Background: an optimization exercise with open tools, aiming at small area, a short achievable clock period and few clock cycles. Do not read the settings as production practice. At most, simulation tests tie the RTL to the original design; equivalence was not proved.

==> 05-01 <==
## fft_top
module fft_top (
  input  logic        clk,
  input  logic        reset,
  input  logic        load,
  input  logic [63:0] load_data,  
  input  logic        start,
  output logic        done,
  input  logic [2:0]  rd_addr,
  output logic [31:0] rd_data     
);
==> module fft_top, before the edit <==
module fft_top (
  input  logic        clk,
  input  logic        reset,
  input  logic        load,
  input  logic [63:0] load_data,  
  input  logic        start,
  output logic        done,
  input  logic [2:0]  rd_addr,
  output logic [31:0] rd_data     
);
  logic [31:0] e0, e1, e2, e3, f0, f1, f2, f3;
  logic        tr5, ti5;  
  function automatic logic [15:0] add_ks(input logic [15:0] a, input logic [15:0] b,
                                         input logic cin);
    logic [15:0] p, g, pp, gg;
    p = a ^ b;
    g = a & b;
    g[0] = g[0] | (p[0] & cin);
    pp = p;
    for (int d = 1; d < 16; d = d * 2) begin
      gg = g;
      for (int i = d; i < 16; i++) begin
        gg[i] = g[i] | (pp[i] & g[i-d]);
      end
      for (int i = 15; i >= d; i--) begin
        pp[i] = pp[i] & pp[i-d];
      end
      g = gg;
    end
    add_ks = p ^ {g[14:0], cin};
  endfunction
  function automatic logic [15:0] add_bk(input logic [15:0] a, input logic [15:0] b,
                                         input logic cin);
    logic [15:0] p, g, pp, gg;
    p = a ^ b;
    g = a & b;
    g[0] = g[0] | (p[0] & cin);
    pp = p;
    gg = g;
    for (int d = 1; d < 16; d = d * 2) begin
      for (int i = 2*d - 1; i < 16; i += 2*d) begin
        gg[i] = gg[i] | (pp[i] & gg[i-d]);
        pp[i] = pp[i] & pp[i-d];
      end
    end
    for (int d = 4; d >= 1; d = d / 2) begin
      for (int i = 3*d - 1; i < 16; i += 2*d) begin
        gg[i] = gg[i] | (pp[i] & gg[i-d]);
        pp[i] = pp[i] & pp[i-d];
      end
    end
    add_bk = p ^ {gg[14:0], cin};
  endfunction
  function automatic logic [31:0] macc(input logic [31:0] acc, input logic [31:0] x,
                                       input logic [2:0] c);
    logic [15:0] opr, opi;
    opr = c[2] ? x[15:0] : x[31:16];
    opi = c[2] ? x[31:16] : x[15:0];
    macc = {add_bk(acc[31:16], opr ^ {16{c[1]}}, c[1]),
            add_bk(acc[15:0], opi ^ {16{c[0]}}, c[0])};
  endfunction
  function automatic logic [15:0] mul181(input logic [15:0] v);
    logic [23:0] x, p;
    x = {8'd0, v};
    p = x + (x << 2) + (x << 4) + (x << 5) + (x << 7)
        + (v[15] ? 24'h4b0000 : 24'd0) + 24'd127;
    mul181 = p[23:8];
  endfunction
  logic k0, s13, n23, n12;
  always_ff @(posedge clk) begin
    if (reset) begin
      k0   <= 1'b1;
      s13  <= 1'b0;
      n23  <= 1'b0;
      n12  <= 1'b0;
      done <= 1'b0;
    end else if (load) begin
      k0   <= s13 & n23;
      s13  <= k0 | (n23 & ~s13);
      n23  <= n12;
      n12  <= k0 | (s13 & n12);
      done <= 1'b0;
    end else if (start) begin
      k0   <= 1'b1;
      s13  <= 1'b0;
      n23  <= 1'b0;
      n12  <= 1'b0;
      done <= 1'b1;
    end
  end
  logic [31:0] xh, xl;      
  logic [31:0] keep;
  logic [2:0]  c1, c2, c2f, c3;
  assign xh   = load_data[63:32];
  assign xl   = load_data[31:0];
  assign keep = {32{~(k0 & load)}};  
  assign c1  = {s13, n23, n12};
  assign c2  = {1'b0, s13, s13};
  assign c2f = {1'b1, s13, ~s13};
  assign c3  = {s13, n12, n23};
  logic [31:0] xhg, xlg;
  logic [2:0]  c1g, c2g, c2fg, c3g;
  assign xhg  = xh & {32{load}};
  assign xlg  = xl & {32{load}};
  assign c1g  = c1 & {3{load}};
  assign c2g  = c2 & {3{load}};
  assign c2fg = c2f & {3{load}};
  assign c3g  = c3 & {3{load}};
  always_ff @(posedge clk) begin
    e0 <= macc(e0 & keep, xhg, 3'b000);
    e1 <= macc(e1 & keep, xhg, c1g);
    e2 <= macc(e2 & keep, xhg, c2g);
    e3 <= macc(e3 & keep, xhg, c3g);
    f0 <= macc(f0 & keep, xlg, 3'b000);
    f2 <= macc(f2 & keep, xlg, c2fg);
    if (load) begin
      f1 <= macc(f1 & keep, xl, c1);
      f3 <= macc(f3 & keep, xl, c3);
    end else if (start) begin
      f1  <= {mul181(f1[31:16]), mul181(f1[15:0])};
      f3  <= {mul181(f3[31:16]), mul181(f3[15:0])};
      tr5 <= (f1[23:16] == 8'h80);
      ti5 <= (f1[7:0] == 8'h80);
    end
  end
  logic [31:0] es, fs;
  logic [1:0]  j;
  logic        ng, odd;
  logic        nra, nrb, nia, nib;
  logic [1:0]  dr, di;
  assign j   = rd_addr[1:0];
  assign ng  = rd_addr[2];
  assign odd = rd_addr[0];
  always_comb begin
    case (j)
      2'd0:    begin es = e0; fs = f0; end
      2'd1:    begin es = e1; fs = f1; end
      2'd2:    begin es = e2; fs = f2; end
      default: begin es = e3; fs = f3; end
    endcase
  end
  assign nra = (j == 2'd3) ? ~ng : ng;
  assign nrb = ng;
  assign nia = ~ng;
  assign nib = (j == 2'd3) ? ~ng : ng;
  always_comb begin
    dr = {1'b0, nra} + {1'b0, odd & nrb};
    di = {1'b0, nib} + {1'b0, odd & nia};
    if (j == 2'd1) begin
      dr = ng ? dr - {1'b0, tr5} : dr + {1'b0, tr5};
      di = ng ? di - {1'b0, ti5} : di + {1'b0, ti5};
    end
  end
  logic [15:0] ra, rb, ia, ib;
  logic [15:0] rs, rc, is_, ic;
  assign ra = fs[31:16] ^ {16{nra}};
  assign rb = odd ? fs[15:0] ^ {16{nrb}} : 16'd0;
  assign ia = odd ? fs[31:16] ^ {16{nia}} : 16'd0;
  assign ib = fs[15:0] ^ {16{nib}};
  assign rs  = es[31:16] ^ ra ^ rb;
  assign rc  = {(es[30:16] & ra[14:0]) | (es[30:16] & rb[14:0]) | (ra[14:0] & rb[14:0]),
                dr[1] | dr[0]};
  assign is_ = es[15:0] ^ ia ^ ib;
  assign ic  = {(es[14:0] & ia[14:0]) | (es[14:0] & ib[14:0]) | (ia[14:0] & ib[14:0]),
                di[1] | di[0]};
  always_ff @(posedge clk) begin
    rd_data <= {add_ks(rs, rc, dr[1]), add_ks(is_, ic, di[1])};
  end
endmodule
clock: 6.5 ns
lec_check: 0
cap_margin: 20
core_margin: 2
core_utilization: 40
setup_slack_margin: 2.5
slew_margin: 20
run.sh (not shown) runs the stock make flow with config.mk's settings and CLKGATE_MAP_FILE= SYNTH_SCRIPT=/design/flow/synth_recipe.tcl, a recipe that flattens the netlist after the stock synthesis.
==> inputs of 01-20, as changes to 05-01 <==
--- a/flow/design.v
+++ b/flow/design.v
@@ -36,59 +36,9 @@
   logic [31:0] e0, e1, e2, e3, f0, f1, f2, f3;
   logic        tr5, ti5;  
-  function automatic logic [15:0] add_ks(input logic [15:0] a, input logic [15:0] b,
-                                         input logic cin);
-    logic [15:0] p, g, pp, gg;
-    p = a ^ b;
-    g = a & b;
-    g[0] = g[0] | (p[0] & cin);
-    pp = p;
-    for (int d = 1; d < 16; d = d * 2) begin
-      gg = g;
-      for (int i = d; i < 16; i++) begin
-        gg[i] = g[i] | (pp[i] & g[i-d]);
-      end
-      for (int i = 15; i >= d; i--) begin
-        pp[i] = pp[i] & pp[i-d];
-      end
-      g = gg;
-    end
-    add_ks = p ^ {g[14:0], cin};
-  endfunction
-  function automatic logic [15:0] add_bk(input logic [15:0] a, input logic [15:0] b,
-                                         input logic cin);
-    logic [15:0] p, g, pp, gg;
-    p = a ^ b;
-    g = a & b;
-    g[0] = g[0] | (p[0] & cin);
-    pp = p;
-    gg = g;
-    for (int d = 1; d < 16; d = d * 2) begin
-      for (int i = 2*d - 1; i < 16; i += 2*d) begin
-        gg[i] = gg[i] | (pp[i] & gg[i-d]);
-        pp[i] = pp[i] & pp[i-d];
-      end
-    end
-    for (int d = 4; d >= 1; d = d / 2) begin
-      for (int i = 3*d - 1; i < 16; i += 2*d) begin
-        gg[i] = gg[i] | (pp[i] & gg[i-d]);
-        pp[i] = pp[i] & pp[i-d];
-      end
-    end
-    add_bk = p ^ {gg[14:0], cin};
-  endfunction
-  function automatic logic [31:0] macc(input logic [31:0] acc, input logic [31:0] x,
-                                       input logic [2:0] c);
+  function automatic logic [31:0] cop(input logic [31:0] x, input logic [2:0] c);
     logic [15:0] opr, opi;
     opr = c[2] ? x[15:0] : x[31:16];
     opi = c[2] ? x[31:16] : x[15:0];
-    macc = {add_bk(acc[31:16], opr ^ {16{c[1]}}, c[1]),
-            add_bk(acc[15:0], opi ^ {16{c[0]}}, c[0])};
-  endfunction
-  function automatic logic [15:0] mul181(input logic [15:0] v);
-    logic [23:0] x, p;
-    x = {8'd0, v};
-    p = x + (x << 2) + (x << 4) + (x << 5) + (x << 7)
-        + (v[15] ? 24'h4b0000 : 24'd0) + 24'd127;
-    mul181 = p[23:8];
+    cop = {opr ^ {16{c[1]}}, opi ^ {16{c[0]}}};
   endfunction
   logic k0, s13, n23, n12;
@@ -132,17 +82,31 @@
   assign c2fg = c2f & {3{load}};
   assign c3g  = c3 & {3{load}};
+  logic [31:0] se0, se1, se2, se3, sf0, sf1, sf2, sf3;
+  fft_cadd #(.KS(0)) u_ae0 (.a(e0 & keep), .b(cop(xhg, 3'b000)), .ci(2'b00),   .s(se0));
+  fft_cadd #(.KS(0)) u_ae1 (.a(e1 & keep), .b(cop(xhg, c1g)),    .ci(c1g[1:0]), .s(se1));
+  fft_cadd #(.KS(0)) u_ae2 (.a(e2 & keep), .b(cop(xhg, c2g)),    .ci(c2g[1:0]), .s(se2));
+  fft_cadd #(.KS(0)) u_ae3 (.a(e3 & keep), .b(cop(xhg, c3g)),    .ci(c3g[1:0]), .s(se3));
+  fft_cadd #(.KS(0)) u_af0 (.a(f0 & keep), .b(cop(xlg, 3'b000)), .ci(2'b00),   .s(sf0));
+  fft_cadd #(.KS(0)) u_af1 (.a(f1 & keep), .b(cop(xl, c1)),      .ci(c1[1:0]),  .s(sf1));
+  fft_cadd #(.KS(0)) u_af2 (.a(f2 & keep), .b(cop(xlg, c2fg)),   .ci(c2fg[1:0]), .s(sf2));
+  fft_cadd #(.KS(0)) u_af3 (.a(f3 & keep), .b(cop(xl, c3)),      .ci(c3[1:0]),  .s(sf3));
+  logic [31:0] t1, t3;
+  fft_mul181 u_m1r (.v(f1[31:16]), .y(t1[31:16]));
+  fft_mul181 u_m1i (.v(f1[15:0]),  .y(t1[15:0]));
+  fft_mul181 u_m3r (.v(f3[31:16]), .y(t3[31:16]));
+  fft_mul181 u_m3i (.v(f3[15:0]),  .y(t3[15:0]));
   always_ff @(posedge clk) begin
-    e0 <= macc(e0 & keep, xhg, 3'b000);
-    e1 <= macc(e1 & keep, xhg, c1g);
-    e2 <= macc(e2 & keep, xhg, c2g);
-    e3 <= macc(e3 & keep, xhg, c3g);
-    f0 <= macc(f0 & keep, xlg, 3'b000);
-    f2 <= macc(f2 & keep, xlg, c2fg);
+    e0 <= se0;
+    e1 <= se1;
+    e2 <= se2;
+    e3 <= se3;
+    f0 <= sf0;
+    f2 <= sf2;
     if (load) begin
-      f1 <= macc(f1 & keep, xl, c1);
-      f3 <= macc(f3 & keep, xl, c3);
+      f1 <= sf1;
+      f3 <= sf3;
     end else if (start) begin
-      f1  <= {mul181(f1[31:16]), mul181(f1[15:0])};
-      f3  <= {mul181(f3[31:16]), mul181(f3[15:0])};
+      f1  <= t1;
+      f3  <= t3;
       tr5 <= (f1[23:16] == 8'h80);
       ti5 <= (f1[7:0] == 8'h80);
@@ -189,6 +153,90 @@
   assign ic  = {(es[14:0] & ia[14:0]) | (es[14:0] & ib[14:0]) | (ia[14:0] & ib[14:0]),
                 di[1] | di[0]};
+  logic [31:0] rsum;
+  fft_cadd #(.KS(1)) u_rd (.a({rs, is_}), .b({rc, ic}), .ci({dr[1], di[1]}), .s(rsum));
   always_ff @(posedge clk) begin
-    rd_data <= {add_ks(rs, rc, dr[1]), add_ks(is_, ic, di[1])};
-  end
-endmodule
+    rd_data <= rsum;
+  end
+endmodule
+module fft_cadd #(
+  parameter int KS = 0
+) (
+  input  logic [31:0] a,
+  input  logic [31:0] b,
+  input  logic [1:0]  ci,
+  output logic [31:0] s
+);
+  logic [31:0] p, g, c;
+  assign p = a ^ b;
+  assign g = a & b;
+  fft_carry #(.W(16), .KS(KS)) u_hi (.p(p[31:16]), .g(g[31:16]), .ci(ci[1]), .c(c[31:16]));
+  fft_carry #(.W(16), .KS(KS)) u_lo (.p(p[15:0]),  .g(g[15:0]),  .ci(ci[0]), .c(c[15:0]));
+  assign s = p ^ c;
+endmodule
+module fft_mul181 (
+  input  logic [15:0] v,
+  output logic [15:0] y
+);
+  logic [23:0] r0, r1, r2, r3, r4, k;
+  logic [23:0] s1, c1, s2, c2, s3, c3, s4, c4, p, g, c;
+  assign r0 = {8'd0, v};
+  assign r1 = {6'd0, v, 2'd0};
+  assign r2 = {4'd0, v, 4'd0};
+  assign r3 = {3'd0, v, 5'd0};
+  assign r4 = {1'd0, v, 7'd0};
+  assign k  = (v[15] ? 24'h4b0000 : 24'd0) | 24'd127;
+  assign s1 = r0 ^ r1 ^ r2;
+  assign c1 = {(r0[22:0] & r1[22:0]) | (r0[22:0] & r2[22:0]) | (r1[22:0] & r2[22:0]), 1'b0};
+  assign s2 = r3 ^ r4 ^ k;
+  assign c2 = {(r3[22:0] & r4[22:0]) | (r3[22:0] & k[22:0]) | (r4[22:0] & k[22:0]), 1'b0};
+  assign s3 = s1 ^ c1 ^ s2;
+  assign c3 = {(s1[22:0] & c1[22:0]) | (s1[22:0] & s2[22:0]) | (c1[22:0] & s2[22:0]), 1'b0};
+  assign s4 = s3 ^ c3 ^ c2;
+  assign c4 = {(s3[22:0] & c3[22:0]) | (s3[22:0] & c2[22:0]) | (c3[22:0] & c2[22:0]), 1'b0};
+  assign p = s4 ^ c4;
+  assign g = s4 & c4;
+  fft_carry #(.W(24), .KS(1)) u_c (.p(p), .g(g), .ci(1'b0), .c(c));
+  assign y = p[23:8] ^ c[23:8];
+endmodule
+module fft_carry #(
+  parameter int W  = 16,
+  parameter int KS = 0
+) (
+  input  logic [W-1:0] p,
+  input  logic [W-1:0] g,
+  input  logic         ci,
+  output logic [W-1:0] c
+);
+  logic [W-1:0] pp, gg, gn;
+  always_comb begin
+    pp = p;
+    gg = g;
+    gg[0] = g[0] | (p[0] & ci);
+    if (KS != 0) begin
+      for (int d = 1; d < W; d = d * 2) begin
+        gn = gg;
+        for (int i = d; i < W; i++) begin
+          gn[i] = gg[i] | (pp[i] & gg[i-d]);
+        end
+        for (int i = W - 1; i >= d; i--) begin
+          pp[i] = pp[i] & pp[i-d];
+        end
+        gg = gn;
+      end
+    end else begin
+      for (int d = 1; d < W; d = d * 2) begin
+        for (int i = 2*d - 1; i < W; i += 2*d) begin
+          gg[i] = gg[i] | (pp[i] & gg[i-d]);
+          pp[i] = pp[i] & pp[i-d];
+        end
+      end
+      for (int d = W / 4; d >= 1; d = d / 2) begin
+        for (int i = 3*d - 1; i < W; i += 2*d) begin
+          gg[i] = gg[i] | (pp[i] & gg[i-d]);
+          pp[i] = pp[i] & pp[i-d];
+        end
+      end
+    end
+    c = {gg[W-2:0], ci};
+  end
+endmodule
CORE_UTILIZATION = 65   (was 40)
SYNTH_HIERARCHICAL = 1   (was unset)
SYNTH_MINIMUM_KEEP_SIZE = 0   (was unset)
==> results.tsv <==
stage	metric	value	unit
layout	n_antenna_cell	5	
layout	nClkBuffers	52	
global_routing	met2_usage	0.622	
global_routing	grtUsageTotal	0.364	
global_routing	use_met3	0.0452	
critical_path	critPathCapture	f1[31]	
critical_path	path_max_fanout	4	
status	status	complete, no violations	
layout	nMultiInputCombCells	2849	
That was 01-20.
==> results.tsv <==
stage	metric	value	unit
status	status	complete, no violations	
layout	n_antenna_cell	0	
global_routing	use_met3	0.0342	
global_routing	met2_usage	0.375	
critical_path	critPathCapture	rd_data[30]	
global_routing	grtUsageTotal	0.232	
critical_path	path_max_fanout	6	
That was 05-01.
Testbench counts of 01-20, summed over its fixed seeds: cycles 5,000.
The RTL of 05-01 was laid out without a check of its function.

## what the ideal ports hide
In the flow no input, the clock included, has a driving cell. The finished layouts below were timed again as built, in two steps.
Step 1 sets driving cells, clkbuf_16 on the clock port and buf_2 on the other inputs (assumed; they add their load-dependent delay and slew).
Step 2 also shifts input and output timing later by t, the mid clock arrival at the registers, as if the neighbouring blocks saw the same clock.
Three values: no drivers, after step 1, after step 2; two values: the first two.
run | t (ns) | setup WS [ns] | worst hold slack (ns) | slew at the worst register clock pin (ns)
05-01 | 0.635 | 2.046 / 1.887 / 1.252 | 0.503 / 0.503 / 0.503 | 0.06 / 0.06
01-20 | 0.633 | 2.127 / 2.127 / 1.689 | 0.505 / 0.505 / 0.505 | 0.06 / 0.06
After both steps setup and hold are still met in every run listed. For 05-01, which loses most, drivers alone change the setup slack by -0.159 ns; drivers and shift together by -0.794 ns.
